What follows belongs to an exercise in optimizing a design on an open flow for small area; a production flow would make more cautious choices.
RTL that was checked went through simulation tests only; none was proved equivalent to the original.
Power is estimated from default activity; no workload was simulated.

==> job 8241 <==
==> flow/design.v (excerpt) <==
module usb_mon_top (
    input  logic        clk,
    input  logic        rst_n,
    input  logic [7:0]  host_rx_data,
    input  logic        host_rx_valid,
    input  logic        host_rx_sop,
    input  logic        host_rx_eop,
    input  logic [3:0]  host_rx_pid,
    input  logic        host_rx_crc_ok,
    input  logic [7:0]  dev_rx_data,
    input  logic        dev_rx_valid,
    input  logic        dev_rx_sop,
    input  logic        dev_rx_eop,
    input  logic [3:0]  dev_rx_pid,
    input  logic        dev_rx_crc_ok,
    output logic [7:0]  dev_tx_data,
    output logic        dev_tx_valid,
    output logic        dev_tx_sop,
    output logic        dev_tx_eop,
    output logic [3:0]  dev_tx_pid,
    output logic [7:0]  host_tx_data,
    output logic        host_tx_valid,
    output logic        host_tx_sop,
    output logic        host_tx_eop,
    output logic [3:0]  host_tx_pid,
    output logic [7:0]  cap_data,
    output logic        cap_modified,
    output logic [3:0]  cap_pid,
    output logic        cap_dir,
    output logic [63:0] cap_ts,
    output logic        cap_valid,
    input  logic        cap_ready,
    input  logic [63:0] timestamp,
    input  logic        event_valid,
    input  logic [7:0]  event_type,
    input  logic [7:0]  paddr,
    input  logic        psel,
    input  logic        penable,
    input  logic        pwrite,
    input  logic [31:0] pwdata,
    output logic [31:0] prdata,
    output logic        pready,
    output logic        pslverr
);
export LEC_CHECK = 0
export CAP_MARGIN = 20
export CORE_MARGIN = 2
export CORE_UTILIZATION = 40
export SLEW_MARGIN = 20
export BUFFER_PORTS_ARGS = -buffer_cell sky130_fd_sc_hd__buf_1
export CTS_ARGS = -sink_clustering_enable -repair_clock_nets -dont_use_dummy_load -buf_list {sky130_fd_sc_hd__clkbuf_4} -sink_clustering_size 9 -sink_clustering_max_diameter 35
create_clock -name core_clock -period 10.0 [get_ports {clk}]
standard.sh (not shown) runs the stock make flow with config.mk's settings and CLKGATE_MAP_FILE= SYNTH_SCRIPT=/design/flow/synth_recipe.tcl, a recipe that flattens the netlist after the stock synthesis.
==> flow/flow/run.sh <==
#!/bin/bash
# Standard synthesis, then an area-oriented remap of its combinational logic only
# (every register cell and name kept), then the standard layout with the ORFS
# settings of flow/extra.mk. Each tool writes its own log in this folder.
set -euo pipefail
cat flow/extra.mk >> config.mk
bash standard.sh synth > synth.log 2>&1

R=orfs/results/${FLOW_PLATFORM}/usb_mon_top/base
YOSYS=$FLOW_HOME/../tools/install/yosys/bin/yosys
[[ -x $YOSYS ]] || YOSYS=yosys
LIB=$FLOW_HOME/platforms/${FLOW_PLATFORM}/lib/sky130_fd_sc_hd__tt_025C_1v80.lib

cp $R/1_2_yosys.v std_1_2_yosys.v
sed -e "s#@LIB@#$LIB#g" flow/remap.ys > remap.ys
cp flow/remap.abc flow/remap.constr .
$YOSYS -s remap.ys > remap.log 2>&1
cp remap_1_2_yosys.v $R/1_2_yosys.v
rm -f $R/1_synth.odb $R/1_synth.sdc

bash standard.sh > standard.log 2>&1
==> flow/flow/extra.mk <==
# Smallest buffer on every port
export BUFFER_PORTS_ARGS = -buffer_cell sky130_fd_sc_hd__buf_1
# Small clock tree leaf clusters of small buffers, no dummy loads
export CTS_ARGS = -sink_clustering_enable -repair_clock_nets -dont_use_dummy_load -buf_list {sky130_fd_sc_hd__clkbuf_4} -sink_clustering_size 9 -sink_clustering_max_diameter 35
==> flow/flow/remap.abc <==
&get -n
&st
&dch
&nf -R 1000 -p -F 10 -C 32
&put
topo
stime -c
upsize -c
dnsize -c
==> flow/flow/remap.constr <==
set_driving_cell sky130_fd_sc_hd__inv_2
set_load 10.0
==> flow/flow/remap.ys <==
# Remap the standard netlist's combinational cells for area; registers stay as they are
read_liberty -ignore_miss_func @LIB@
read_verilog std_1_2_yosys.v
hierarchy -top usb_mon_top
blackbox sky130_fd_sc_hd__edfxtp_1 sky130_fd_sc_hd__dfrtp_1 sky130_fd_sc_hd__dfxtp_1 sky130_fd_sc_hd__conb_1
flatten
hierarchy -top usb_mon_top
opt_clean
abc -liberty @LIB@ -dont_use sky130_fd_sc_hd__probe_p_8 -dont_use sky130_fd_sc_hd__probec_p_8 -dont_use sky130_fd_sc_hd__lpflow_bleeder_1 -dont_use sky130_fd_sc_hd__lpflow_clkbufkapwr_1 -dont_use sky130_fd_sc_hd__lpflow_clkbufkapwr_16 -dont_use sky130_fd_sc_hd__lpflow_clkbufkapwr_2 -dont_use sky130_fd_sc_hd__lpflow_clkbufkapwr_4 -dont_use sky130_fd_sc_hd__lpflow_clkbufkapwr_8 -dont_use sky130_fd_sc_hd__lpflow_clkinvkapwr_1 -dont_use sky130_fd_sc_hd__lpflow_clkinvkapwr_16 -dont_use sky130_fd_sc_hd__lpflow_clkinvkapwr_2 -dont_use sky130_fd_sc_hd__lpflow_clkinvkapwr_4 -dont_use sky130_fd_sc_hd__lpflow_clkinvkapwr_8 -dont_use sky130_fd_sc_hd__lpflow_decapkapwr_12 -dont_use sky130_fd_sc_hd__lpflow_decapkapwr_3 -dont_use sky130_fd_sc_hd__lpflow_decapkapwr_4 -dont_use sky130_fd_sc_hd__lpflow_decapkapwr_6 -dont_use sky130_fd_sc_hd__lpflow_decapkapwr_8 -dont_use sky130_fd_sc_hd__lpflow_inputiso0n_1 -dont_use sky130_fd_sc_hd__lpflow_inputiso0p_1 -dont_use sky130_fd_sc_hd__lpflow_inputiso1n_1 -dont_use sky130_fd_sc_hd__lpflow_inputiso1p_1 -dont_use sky130_fd_sc_hd__lpflow_inputisolatch_1 -dont_use sky130_fd_sc_hd__lpflow_isobufsrc_1 -dont_use sky130_fd_sc_hd__lpflow_isobufsrc_16 -dont_use sky130_fd_sc_hd__lpflow_isobufsrc_2 -dont_use sky130_fd_sc_hd__lpflow_isobufsrc_4 -dont_use sky130_fd_sc_hd__lpflow_isobufsrc_8 -dont_use sky130_fd_sc_hd__lpflow_isobufsrckapwr_16 -dont_use sky130_fd_sc_hd__lpflow_lsbuf_lh_hl_isowell_tap_1 -dont_use sky130_fd_sc_hd__lpflow_lsbuf_lh_hl_isowell_tap_2 -dont_use sky130_fd_sc_hd__lpflow_lsbuf_lh_hl_isowell_tap_4 -dont_use sky130_fd_sc_hd__lpflow_lsbuf_lh_isowell_4 -dont_use sky130_fd_sc_hd__lpflow_lsbuf_lh_isowell_tap_1 -dont_use sky130_fd_sc_hd__lpflow_lsbuf_lh_isowell_tap_2 -dont_use sky130_fd_sc_hd__lpflow_lsbuf_lh_isowell_tap_4 -dont_use sky130_fd_sc_hd__fill_1 -dont_use sky130_fd_sc_hd__fill_2 -dont_use sky130_fd_sc_hd__fill_4 -dont_use sky130_fd_sc_hd__fill_8  -D 8000 -constr remap.constr -script remap.abc
splitnets
opt_clean -purge
hilomap -singleton -hicell sky130_fd_sc_hd__conb_1 HI -locell sky130_fd_sc_hd__conb_1 LO
insbuf -buf sky130_fd_sc_hd__buf_4 A X
stat -liberty @LIB@
write_verilog -noattr -nohex -nodec remap_1_2_yosys.v
==> job 9264 (differences from job 8241) <==
--- a/flow/design.v
+++ b/flow/design.v
@@ -77,19 +77,19 @@
     logic [7:0] rx_data;
     logic       rx_valid, rx_sop, rx_eop;
     logic [3:0] rx_pid;
     logic       pass_pkt;
     logic       cnt_full;
     logic       is_token;
     logic       match;
+    logic       we_first;    
+    logic       we_store;    
     logic       crc_err;
     logic       overflow;
     logic       frame_lo_we, frame_hi_we;
-    logic [63:0] sel;            
-    logic [7:0]  rd_data;
     assign in_idle   = (state_q == ST_IDLE);
     assign in_pass   = (state_q == ST_PASS);
     assign in_store  = (state_q == ST_STORE);
     assign in_xlate  = (state_q == ST_XLATE);
     assign in_replay = (state_q == ST_REPLAY);
     assign in_drain  = (state_q == ST_DRAIN);
     assign host_go  = proxy_en_q && host_rx_valid && host_rx_sop;      
@@ -99,22 +99,24 @@
     assign rx_data  = dir_cur ? dev_rx_data  : host_rx_data;
     assign rx_valid = dir_cur ? dev_rx_valid : host_rx_valid;
     assign rx_sop   = dir_cur ? dev_rx_sop   : host_rx_sop;
     assign rx_eop   = dir_cur ? dev_rx_eop   : host_rx_eop;
     assign rx_pid   = dir_cur ? dev_rx_pid   : host_rx_pid;
     assign pass_pkt = (rx_pid == PID_SOF) || !store_en_q;
     assign cnt_full = cnt_q[6];          
+    assign we_first = in_idle && start && !pass_pkt;
+    assign we_store = in_store && rx_valid && !cnt_full;
     assign is_token = (pid_q[1:0] == 2'b01) && (pid_q[3:2] != 2'b01);
     assign match    = xlate_en_q && is_token && (len_q != '0) &&
                       (mem_q[1][6:0] == xlate_from_q);
     assign crc_err     = (host_rx_valid && host_rx_eop && !host_rx_crc_ok) ||
                          (dev_rx_valid && dev_rx_eop && !dev_rx_crc_ok);
     assign overflow    = in_store && rx_valid && cnt_full;
-    assign frame_lo_we = in_pass && rx_valid && (pid_q == PID_SOF) && sel[1];
-    assign frame_hi_we = in_pass && rx_valid && (pid_q == PID_SOF) && sel[2];
+    assign frame_lo_we = in_pass && rx_valid && (pid_q == PID_SOF) && (cnt_q == 7'd1);
+    assign frame_hi_we = in_pass && rx_valid && (pid_q == PID_SOF) && (cnt_q == 7'd2);
     always_ff @(posedge clk or negedge rst_n) begin
         if (!rst_n) begin
             state_q <= ST_IDLE;
         end else begin
             case (state_q)
                 ST_IDLE: begin
                     if (start) begin
@@ -146,48 +148,41 @@
             pid_q <= rx_pid;
             ts_q  <= timestamp;
         end
         if (in_idle)       cnt_q <= 7'd1;
         else if (in_xlate) cnt_q <= '0;
         else if (in_replay || rx_valid) cnt_q <= cnt_q + 1'b1;
         if (in_idle)       len_q <= '0;
-        else if (in_store) len_q <= cnt_q[5:0];   
+        else if (we_store) len_q <= cnt_q[5:0];
         if (in_idle)       mod_q <= 1'b0;
         else if (in_xlate) mod_q <= match;
     end
-    always_comb begin
-        rd_data = '0;
-        for (int i = 0; i < 64; i++) begin
-            sel[i]  = (cnt_q == 7'(i));
-            rd_data = rd_data | ({8{sel[i]}} & mem_q[i]);
-        end
-    end
     always_ff @(posedge clk) begin
-        if (sel[0] || in_idle) mem_q[0] <= rx_data;
-        if (sel[1]) mem_q[1][7] <= rx_data[7];
-        if (sel[1] || (in_xlate && match)) begin
+        if (we_first) mem_q[0] <= rx_data;
+        if (we_store && cnt_q[5:0] == 6'd1) mem_q[1][7] <= rx_data[7];
+        if ((we_store && cnt_q[5:0] == 6'd1) || (in_xlate && match)) begin
             mem_q[1][6:0] <= in_xlate ? xlate_to_q : rx_data[6:0];
         end
     end
     for (genvar i = 2; i < 64; i++) begin : g_mem
         always_ff @(posedge clk) begin
-            if (sel[i]) mem_q[i] <= rx_data;
+            if (we_store && cnt_q[5:0] == 6'(i)) mem_q[i] <= rx_data;
         end
     end
     always_ff @(posedge clk or negedge rst_n) begin
         if (!rst_n) begin
             vld_q <= 1'b0;
         end else begin
             vld_q <= (in_idle && start && pass_pkt) || (in_pass && rx_valid) || in_replay;
         end
     end
     always_ff @(posedge clk) begin
-        sop_q <= in_replay ? sel[0] : rx_sop;
+        sop_q <= in_replay ? (cnt_q[5:0] == '0)   : rx_sop;
         eop_q <= in_replay ? (cnt_q[5:0] == len_q) : rx_eop;
-        dat_q <= in_replay ? rd_data : rx_data;
+        dat_q <= in_replay ? mem_q[cnt_q[5:0]]    : rx_data;
     end
     assign dev_tx_data   = dat_q;
     assign dev_tx_valid  = vld_q && !dir_q;
     assign dev_tx_sop    = vld_q && !dir_q && sop_q;
     assign dev_tx_eop    = vld_q && !dir_q && eop_q;
     assign dev_tx_pid    = pid_q;
     assign host_tx_data  = dat_q;
@@ -230,15 +225,15 @@
                 xlate_en_q <= pwdata[2];
             end
             if (wr_en && paddr == 8'h04) begin
                 xlate_from_q <= pwdata[6:0];
                 xlate_to_q   <= pwdata[14:8];
             end
             if (crc_err) crc_sticky_q <= 1'b1;
-            err_cnt_q <= err_cnt_q + {14'd0, crc_err && overflow, crc_err != overflow};
+            err_cnt_q <= err_cnt_q + 16'(crc_err) + 16'(overflow);
             if (frame_lo_we) frame_q[7:0]  <= rx_data;
             if (frame_hi_we) frame_q[15:8] <= rx_data;
             if (event_valid) begin
                 case (event_type)
                     8'h01:   speed_q <= 2'b01;   
                     8'h02:   speed_q <= 2'b10;   
                     8'h03:   speed_q <= 2'b00;   
==> flow/run.sh (new file) <==
#!/bin/bash
# synth_recipe.tcl (not shown) runs the flow's synth.tcl, then flattens the netlist and writes it again
# the make line also repeats each setting of config.mk as NAME=value (left out here)
make -C /OpenROAD-flow-scripts/flow DESIGN_CONFIG=/design/flow/config.mk WORK_HOME=/design/flow/orfs CLKGATE_MAP_FILE= SYNTH_SCRIPT=/design/flow/synth_recipe.tcl finish
- ABC_AREA: default -> 1
- BUFFER_PORTS_ARGS: -buffer_cell sky130_fd_sc_hd__buf_1 -> default
- CTS_ARGS: -sink_clustering_enable -repair_clock_nets -dont_use_dummy_load -buf_list {sky130_fd_sc_hd__clkbuf_4} -sink_clustering_size 9 -sink_clustering_max_diameter 35 -> default
removed: flow/flow/run.sh
removed: flow/flow/extra.mk
removed: flow/flow/remap.abc
removed: flow/flow/remap.constr
removed: flow/flow/remap.ys
removed: flow/standard.sh
==> summary of the runs <==
Against job 8241, the routed wire length of job 9264 is higher by about 1.4%. Job 8241 went through all stages and came out clean. Job 9264 completed with no timing, DRC or antenna violations. Against job 8241, the register-to-register slack of job 9264 is lower by 0.22 ns. In job 9264 the die area is larger than in job 8241, by about 11%. Between job 8241 and job 9264, the lower sequential power is in job 8241 (gap about 12%, measured against job 9264).
For job 9264, only the layout was checked, not whether the RTL still works.

==> run a: inputs <==
==> flow/design.v <==
`timescale 1ns/100ps
module usb_mon_top (
    input  logic        clk,
    input  logic        rst_n,
    input  logic [7:0]  host_rx_data,
    input  logic        host_rx_valid,
    input  logic        host_rx_sop,
    input  logic        host_rx_eop,
    input  logic [3:0]  host_rx_pid,
    input  logic        host_rx_crc_ok,
    input  logic [7:0]  dev_rx_data,
    input  logic        dev_rx_valid,
    input  logic        dev_rx_sop,
    input  logic        dev_rx_eop,
    input  logic [3:0]  dev_rx_pid,
    input  logic        dev_rx_crc_ok,
    output logic [7:0]  dev_tx_data,
    output logic        dev_tx_valid,
    output logic        dev_tx_sop,
    output logic        dev_tx_eop,
    output logic [3:0]  dev_tx_pid,
    output logic [7:0]  host_tx_data,
    output logic        host_tx_valid,
    output logic        host_tx_sop,
    output logic        host_tx_eop,
    output logic [3:0]  host_tx_pid,
    output logic [7:0]  cap_data,
    output logic        cap_modified,
    output logic [3:0]  cap_pid,
    output logic        cap_dir,
    output logic [63:0] cap_ts,
    output logic        cap_valid,
    input  logic        cap_ready,
    input  logic [63:0] timestamp,
    input  logic        event_valid,
    input  logic [7:0]  event_type,
    input  logic [7:0]  paddr,
    input  logic        psel,
    input  logic        penable,
    input  logic        pwrite,
    input  logic [31:0] pwdata,
    output logic [31:0] prdata,
    output logic        pready,
    output logic        pslverr
);
    localparam logic [2:0] ST_IDLE   = 3'd0;
    localparam logic [2:0] ST_PASS   = 3'd1;
    localparam logic [2:0] ST_STORE  = 3'd2;
    localparam logic [2:0] ST_XLATE  = 3'd3;
    localparam logic [2:0] ST_REPLAY = 3'd4;
    localparam logic [2:0] ST_DRAIN  = 3'd5;
    localparam logic [3:0] PID_SOF = 4'b0101;
    logic [2:0]   state_q;
    logic         dir_q;         
    logic [3:0]   pid_q;
    logic [63:0]  ts_q;          
    logic [6:0]   cnt_q;         
    logic [5:0]   len_q;         
    logic         mod_q;         
    logic [7:0]   mem_q [64];    
    logic         vld_q;         
    logic         sop_q;
    logic         eop_q;
    logic [7:0]   dat_q;
    logic         proxy_en_q;
    logic         store_en_q;
    logic         xlate_en_q;
    logic [6:0]   xlate_from_q;
    logic [6:0]   xlate_to_q;
    logic         crc_sticky_q;
    logic [1:0]   speed_q;
    logic [15:0]  err_cnt_q;
    logic [15:0]  frame_q;
    logic [15:0]  cap_drop_q;
    logic       in_idle, in_pass, in_store, in_xlate, in_replay, in_drain;
    logic       host_go, dev_go, start, dir_cur;
    logic [7:0] rx_data;
    logic       rx_valid, rx_sop, rx_eop;
    logic [3:0] rx_pid;
    logic       pass_pkt;
    logic       cnt_full;
    logic       is_token;
    logic       match;
    logic       crc_err;
    logic       overflow;
    logic       frame_lo_we, frame_hi_we;
    logic [63:0] sel;            
    logic [7:0]  rd_data;
    assign in_idle   = (state_q == ST_IDLE);
    assign in_pass   = (state_q == ST_PASS);
    assign in_store  = (state_q == ST_STORE);
    assign in_xlate  = (state_q == ST_XLATE);
    assign in_replay = (state_q == ST_REPLAY);
    assign in_drain  = (state_q == ST_DRAIN);
    assign host_go  = proxy_en_q && host_rx_valid && host_rx_sop;      
    assign dev_go   = proxy_en_q && dev_rx_valid && dev_rx_sop && !host_go;
    assign start    = host_go || dev_go;
    assign dir_cur  = in_idle ? dev_go : dir_q;
    assign rx_data  = dir_cur ? dev_rx_data  : host_rx_data;
    assign rx_valid = dir_cur ? dev_rx_valid : host_rx_valid;
    assign rx_sop   = dir_cur ? dev_rx_sop   : host_rx_sop;
    assign rx_eop   = dir_cur ? dev_rx_eop   : host_rx_eop;
    assign rx_pid   = dir_cur ? dev_rx_pid   : host_rx_pid;
    assign pass_pkt = (rx_pid == PID_SOF) || !store_en_q;
    assign cnt_full = cnt_q[6];          
    assign is_token = (pid_q[1:0] == 2'b01) && (pid_q[3:2] != 2'b01);
    assign match    = xlate_en_q && is_token && (len_q != '0) &&
                      (mem_q[1][6:0] == xlate_from_q);
    assign crc_err     = (host_rx_valid && host_rx_eop && !host_rx_crc_ok) ||
                         (dev_rx_valid && dev_rx_eop && !dev_rx_crc_ok);
    assign overflow    = in_store && rx_valid && cnt_full;
    assign frame_lo_we = in_pass && rx_valid && (pid_q == PID_SOF) && sel[1];
    assign frame_hi_we = in_pass && rx_valid && (pid_q == PID_SOF) && sel[2];
    always_ff @(posedge clk or negedge rst_n) begin
        if (!rst_n) begin
            state_q <= ST_IDLE;
        end else begin
            case (state_q)
                ST_IDLE: begin
                    if (start) begin
                        if (!rx_eop)        state_q <= pass_pkt ? ST_PASS : ST_STORE;
                        else if (!pass_pkt) state_q <= ST_XLATE;      
                    end
                end
                ST_PASS: begin
                    if (rx_valid && rx_eop) state_q <= ST_IDLE;
                end
                ST_STORE: begin
                    if (rx_valid && cnt_full) state_q <= rx_eop ? ST_IDLE : ST_DRAIN;
                    else if (rx_valid && rx_eop) state_q <= ST_XLATE;
                end
                ST_XLATE:  state_q <= ST_REPLAY;
                ST_REPLAY: begin
                    if (cnt_q[5:0] == len_q) state_q <= ST_IDLE;
                end
                ST_DRAIN: begin
                    if (rx_valid && rx_eop) state_q <= ST_IDLE;      
                end
                default: state_q <= ST_IDLE;
            endcase
        end
    end
    always_ff @(posedge clk) begin
        if (in_idle) begin
            dir_q <= dev_go;
            pid_q <= rx_pid;
            ts_q  <= timestamp;
        end
        if (in_idle)       cnt_q <= 7'd1;
        else if (in_xlate) cnt_q <= '0;
        else if (in_replay || rx_valid) cnt_q <= cnt_q + 1'b1;
        if (in_idle)       len_q <= '0;
        else if (in_store) len_q <= cnt_q[5:0];   
        if (in_idle)       mod_q <= 1'b0;
        else if (in_xlate) mod_q <= match;
    end
    always_comb begin
        rd_data = '0;
        for (int i = 0; i < 64; i++) begin
            sel[i]  = (cnt_q == 7'(i));
            rd_data = rd_data | ({8{sel[i]}} & mem_q[i]);
        end
    end
    always_ff @(posedge clk) begin
        if (sel[0] || in_idle) mem_q[0] <= rx_data;
        if (sel[1]) mem_q[1][7] <= rx_data[7];
        if (sel[1] || (in_xlate && match)) begin
            mem_q[1][6:0] <= in_xlate ? xlate_to_q : rx_data[6:0];
        end
    end
    for (genvar i = 2; i < 64; i++) begin : g_mem
        always_ff @(posedge clk) begin
            if (sel[i]) mem_q[i] <= rx_data;
        end
    end
    always_ff @(posedge clk or negedge rst_n) begin
        if (!rst_n) begin
            vld_q <= 1'b0;
        end else begin
            vld_q <= (in_idle && start && pass_pkt) || (in_pass && rx_valid) || in_replay;
        end
    end
    always_ff @(posedge clk) begin
        sop_q <= in_replay ? sel[0] : rx_sop;
        eop_q <= in_replay ? (cnt_q[5:0] == len_q) : rx_eop;
        dat_q <= in_replay ? rd_data : rx_data;
    end
    assign dev_tx_data   = dat_q;
    assign dev_tx_valid  = vld_q && !dir_q;
    assign dev_tx_sop    = vld_q && !dir_q && sop_q;
    assign dev_tx_eop    = vld_q && !dir_q && eop_q;
    assign dev_tx_pid    = pid_q;
    assign host_tx_data  = dat_q;
    assign host_tx_valid = vld_q && dir_q;
    assign host_tx_sop   = vld_q && dir_q && sop_q;
    assign host_tx_eop   = vld_q && dir_q && eop_q;
    assign host_tx_pid   = pid_q;
    assign cap_valid     = vld_q;
    assign cap_data      = dat_q;
    assign cap_modified  = mod_q;
    assign cap_pid       = pid_q;
    assign cap_dir       = dir_q;
    assign cap_ts        = ts_q;
    always_ff @(posedge clk or negedge rst_n) begin
        if (!rst_n) begin
            cap_drop_q <= '0;
        end else if (vld_q && !cap_ready) begin
            cap_drop_q <= cap_drop_q + 1'b1;     
        end
    end
    logic wr_en;
    logic addr_ok;
    assign pready = 1'b1;
    assign wr_en  = psel && penable && pwrite;
    always_ff @(posedge clk or negedge rst_n) begin
        if (!rst_n) begin
            proxy_en_q   <= 1'b0;
            store_en_q   <= 1'b0;
            xlate_en_q   <= 1'b0;
            xlate_from_q <= '0;
            xlate_to_q   <= '0;
            crc_sticky_q <= 1'b0;
            speed_q      <= 2'b00;
            err_cnt_q    <= '0;
            frame_q      <= '0;
        end else begin
            if (wr_en && paddr == 8'h00) begin
                proxy_en_q <= pwdata[0];
                store_en_q <= pwdata[1];
                xlate_en_q <= pwdata[2];
            end
            if (wr_en && paddr == 8'h04) begin
                xlate_from_q <= pwdata[6:0];
                xlate_to_q   <= pwdata[14:8];
            end
            if (crc_err) crc_sticky_q <= 1'b1;
            err_cnt_q <= err_cnt_q + {14'd0, crc_err && overflow, crc_err != overflow};
            if (frame_lo_we) frame_q[7:0]  <= rx_data;
            if (frame_hi_we) frame_q[15:8] <= rx_data;
            if (event_valid) begin
                case (event_type)
                    8'h01:   speed_q <= 2'b01;   
                    8'h02:   speed_q <= 2'b10;   
                    8'h03:   speed_q <= 2'b00;   
                    default: ;
                endcase
            end
        end
    end
    always_comb begin
        prdata  = '0;
        addr_ok = 1'b1;
        case (paddr)
            8'h00:   prdata = {29'd0, xlate_en_q, store_en_q, proxy_en_q};
            8'h04:   prdata = {17'd0, xlate_to_q, 1'b0, xlate_from_q};
            8'h08:   prdata = {29'd0, speed_q, crc_sticky_q};
            8'h0C:   prdata = {16'd0, err_cnt_q};
            8'h10:   prdata = {16'd0, frame_q};
            8'h14:   prdata = {16'd0, cap_drop_q};
            default: addr_ok = 1'b0;
        endcase
    end
    assign pslverr = psel && penable && !pwrite && !addr_ok;
endmodule
==> flow/flow/run.sh <==
#!/bin/bash
# Standard layout with the ORFS settings in flow/extra.mk added to config.mk
set -euo pipefail
cat flow/extra.mk >> config.mk
bash standard.sh > standard.log 2>&1
==> flow/flow/extra.mk <==
# Smallest buffer on every port
export BUFFER_PORTS_ARGS = -buffer_cell sky130_fd_sc_hd__buf_1
# Small clock tree leaf clusters of small buffers, no dummy loads
export CTS_ARGS = -sink_clustering_enable -repair_clock_nets -dont_use_dummy_load -buf_list {sky130_fd_sc_hd__clkbuf_4} -sink_clustering_size 9 -sink_clustering_max_diameter 35
==> flow/standard.sh <==
#!/bin/bash
# synth_recipe.tcl (not shown) runs the flow's synth.tcl, then flattens the netlist and writes it again
# the make line also repeats each setting of config.mk as NAME=value (left out here)
make -C /OpenROAD-flow-scripts/flow DESIGN_CONFIG=/design/flow/config.mk WORK_HOME=/design/flow/orfs CLKGATE_MAP_FILE= SYNTH_SCRIPT=/design/flow/synth_recipe.tcl "${@:-finish}"
==> flow/config.mk <==
export PLATFORM = sky130hd
export DESIGN_NAME = usb_mon_top
export DESIGN_NICKNAME = usb_mon_top
export VERILOG_FILES = /design/flow/design.v
export SDC_FILE = /design/flow/constraint.sdc
export NUM_CORES = 4
export LEC_CHECK = 0
export CAP_MARGIN = 20
export CORE_MARGIN = 2
export CORE_UTILIZATION = 60
export SLEW_MARGIN = 20
# Smallest buffer on every port
export BUFFER_PORTS_ARGS = -buffer_cell sky130_fd_sc_hd__buf_1
# Small clock tree leaf clusters of small buffers, no dummy loads
export CTS_ARGS = -sink_clustering_enable -repair_clock_nets -dont_use_dummy_load -buf_list {sky130_fd_sc_hd__clkbuf_4} -sink_clustering_size 9 -sink_clustering_max_diameter 35
==> flow/constraint.sdc <==
create_clock -name core_clock -period 10.0 [get_ports {clk}]
set_input_delay 2.0000 -clock core_clock [delete_from_list [all_inputs] [get_ports {clk}]]
set_output_delay 2.0000 -clock core_clock [all_outputs]
set_load 0.01 [all_outputs]
==> run b: changes against run a <==
--- a/flow/design.v
+++ b/flow/design.v
@@ -81,11 +81,11 @@
     logic       cnt_full;
     logic       is_token;
     logic       match;
+    logic       we_first;    
+    logic       we_store;    
     logic       crc_err;
     logic       overflow;
     logic       frame_lo_we, frame_hi_we;
-    logic [63:0] sel;            
-    logic [7:0]  rd_data;
     assign in_idle   = (state_q == ST_IDLE);
     assign in_pass   = (state_q == ST_PASS);
     assign in_store  = (state_q == ST_STORE);
@@ -103,14 +103,16 @@
     assign rx_pid   = dir_cur ? dev_rx_pid   : host_rx_pid;
     assign pass_pkt = (rx_pid == PID_SOF) || !store_en_q;
     assign cnt_full = cnt_q[6];          
+    assign we_first = in_idle && start && !pass_pkt;
+    assign we_store = in_store && rx_valid && !cnt_full;
     assign is_token = (pid_q[1:0] == 2'b01) && (pid_q[3:2] != 2'b01);
     assign match    = xlate_en_q && is_token && (len_q != '0) &&
                       (mem_q[1][6:0] == xlate_from_q);
     assign crc_err     = (host_rx_valid && host_rx_eop && !host_rx_crc_ok) ||
                          (dev_rx_valid && dev_rx_eop && !dev_rx_crc_ok);
     assign overflow    = in_store && rx_valid && cnt_full;
-    assign frame_lo_we = in_pass && rx_valid && (pid_q == PID_SOF) && sel[1];
-    assign frame_hi_we = in_pass && rx_valid && (pid_q == PID_SOF) && sel[2];
+    assign frame_lo_we = in_pass && rx_valid && (pid_q == PID_SOF) && (cnt_q == 7'd1);
+    assign frame_hi_we = in_pass && rx_valid && (pid_q == PID_SOF) && (cnt_q == 7'd2);
     always_ff @(posedge clk or negedge rst_n) begin
         if (!rst_n) begin
             state_q <= ST_IDLE;
@@ -150,27 +152,29 @@
         else if (in_xlate) cnt_q <= '0;
         else if (in_replay || rx_valid) cnt_q <= cnt_q + 1'b1;
         if (in_idle)       len_q <= '0;
-        else if (in_store) len_q <= cnt_q[5:0];   
+        else if (we_store) len_q <= cnt_q[5:0];
         if (in_idle)       mod_q <= 1'b0;
         else if (in_xlate) mod_q <= match;
     end
+    always_ff @(posedge clk) begin
+        if (we_first) mem_q[0] <= rx_data;
+        if (we_store && cnt_q[5:0] == 6'd1) mem_q[1][7] <= rx_data[7];
+        if ((we_store && cnt_q[5:0] == 6'd1) || (in_xlate && match)) begin
+            mem_q[1][6:0] <= in_xlate ? xlate_to_q : rx_data[6:0];
+        end
+    end
+    for (genvar i = 2; i < 64; i++) begin : g_mem
+        always_ff @(posedge clk) begin
+            if (we_store && cnt_q[5:0] == 6'(i)) mem_q[i] <= rx_data;
+        end
+    end
+    logic [63:0] sel;
+    logic [7:0]  rd_data;
     always_comb begin
         rd_data = '0;
         for (int i = 0; i < 64; i++) begin
-            sel[i]  = (cnt_q == 7'(i));
+            sel[i]  = (cnt_q[5:0] == 6'(i));
             rd_data = rd_data | ({8{sel[i]}} & mem_q[i]);
-        end
-    end
-    always_ff @(posedge clk) begin
-        if (sel[0] || in_idle) mem_q[0] <= rx_data;
-        if (sel[1]) mem_q[1][7] <= rx_data[7];
-        if (sel[1] || (in_xlate && match)) begin
-            mem_q[1][6:0] <= in_xlate ? xlate_to_q : rx_data[6:0];
-        end
-    end
-    for (genvar i = 2; i < 64; i++) begin : g_mem
-        always_ff @(posedge clk) begin
-            if (sel[i]) mem_q[i] <= rx_data;
         end
     end
     always_ff @(posedge clk or negedge rst_n) begin
@@ -181,7 +185,7 @@
         end
     end
     always_ff @(posedge clk) begin
-        sop_q <= in_replay ? sel[0] : rx_sop;
+        sop_q <= in_replay ? (cnt_q[5:0] == '0)   : rx_sop;
         eop_q <= in_replay ? (cnt_q[5:0] == len_q) : rx_eop;
         dat_q <= in_replay ? rd_data : rx_data;
     end
@@ -234,7 +238,7 @@
                 xlate_to_q   <= pwdata[14:8];
             end
             if (crc_err) crc_sticky_q <= 1'b1;
-            err_cnt_q <= err_cnt_q + {14'd0, crc_err && overflow, crc_err != overflow};
+            err_cnt_q <= err_cnt_q + 16'(crc_err) + 16'(overflow);
             if (frame_lo_we) frame_q[7:0]  <= rx_data;
             if (frame_hi_we) frame_q[15:8] <= rx_data;
             if (event_valid) begin
==> flow/run.sh (new file) <==
#!/bin/bash
# synth_recipe.tcl (not shown) runs the flow's synth.tcl, then flattens the netlist and writes it again
# the make line also repeats each setting of config.mk as NAME=value (left out here)
make -C /OpenROAD-flow-scripts/flow DESIGN_CONFIG=/design/flow/config.mk WORK_HOME=/design/flow/orfs CLKGATE_MAP_FILE= SYNTH_SCRIPT=/design/flow/synth_recipe.tcl finish
Settings changed: BUFFER_PORTS_ARGS -buffer_cell sky130_fd_sc_hd__buf_1 to default, CORE_UTILIZATION 60 to 40, CTS_ARGS -sink_clustering_enable -repair_clock_nets -dont_use_dummy_load -buf_list {sky130_fd_sc_hd__clkbuf_4} -sink_clustering_size 9 -sink_clustering_max_diameter 35 to default, CTS_BUF_LIST from default to sky130_fd_sc_hd__clkbuf_8.
removed: flow/flow/run.sh
removed: flow/flow/extra.mk
removed: flow/standard.sh
==> results.txt <==
Against run b, the clock skew of run a is higher by 0.058 ns.
Clock power: run b is larger than run a (74%).
In flip-flop and latch count, run a and run b do not differ.
Area after synthesis: run b is higher than run a (2.6%).
In run a the clock-buffer cell count is lower than in run b, by 10.
Against run a, the worst hold slack of run b is lower by 0.0077 ns.
==> figures <==
item	run b	run a
Result of the run	no timing/DRC/antenna violations	no timing/DRC/antenna violations
Area of the mapped netlist	26800 um^2	26100 um^2
Final area over synthesized area	1.226x	1.104x
Post-route clock skew	0.0564 ns	0.115 ns
Number of clock buffer instances in the layout	114	104
Switching pwr	0.00189 W	0.000985 W
Clk Tree Root Cell	clkbuf_8	clkbuf_4
Starting density of the core	40.6%	60.7%
Switching power as a share of total power	27.7%	21.4%
Reg-to-reg endpoint	mem_q[23][4]$_DFFE_PP_	err_cnt_q[14]$_DFF_PN0_
Met3 wire length	12300 um	7740 um
Part of the total power dissipated in sequential elements	49.9%	67.9%
Signal buffers share of area	9.97%	5.59%
DRC marker count from the first detailed-route iteration	2929	1966

afterwards: timing with drivers on the ports:
In the flow no input, the clock included, has a driving cell. The finished layouts below were timed again as built, in two steps.
Step 1 assumes that a clkbuf_16 drives the clock port and a buf_2 every other input.
Step 2, shift: input delay + t, output delay - t, t = (earliest + latest rising clock arrival at the registers) / 2. This alone moves slack from input paths to output paths.
Slacks: ideal ports / drivers / drivers and shift; pairs: ideal ports / drivers.
| run | t, ns | slack for setup (ns) | worst setup path at the end | latest minus earliest clock arrival (ns) | worst slew at a driven data input, ns |
|---|---|---|---|---|---|
| job 8241 | 0.888 | 3.965 / 3.943 / 3.943 | input to output | 0.151 / 0.152 | 0.11 |
| job 9264 | 0.657 | 3.306 / 3.283 / 3.283 | input to output | 0.025 / 0.025 | 0.09 |
| run a | 0.865 | 4.023 / 4.003 / 4.003 | input to output | 0.115 / 0.115 | 0.05 |
| run b | 0.775 | 2.861 / 2.835 / 2.835 | input to output | 0.059 / 0.058 | 0.11 |
After both steps setup and hold are still met in every run listed. For run b, which loses most, drivers alone change the setup slack by -0.026 ns; drivers and shift together by -0.026 ns.
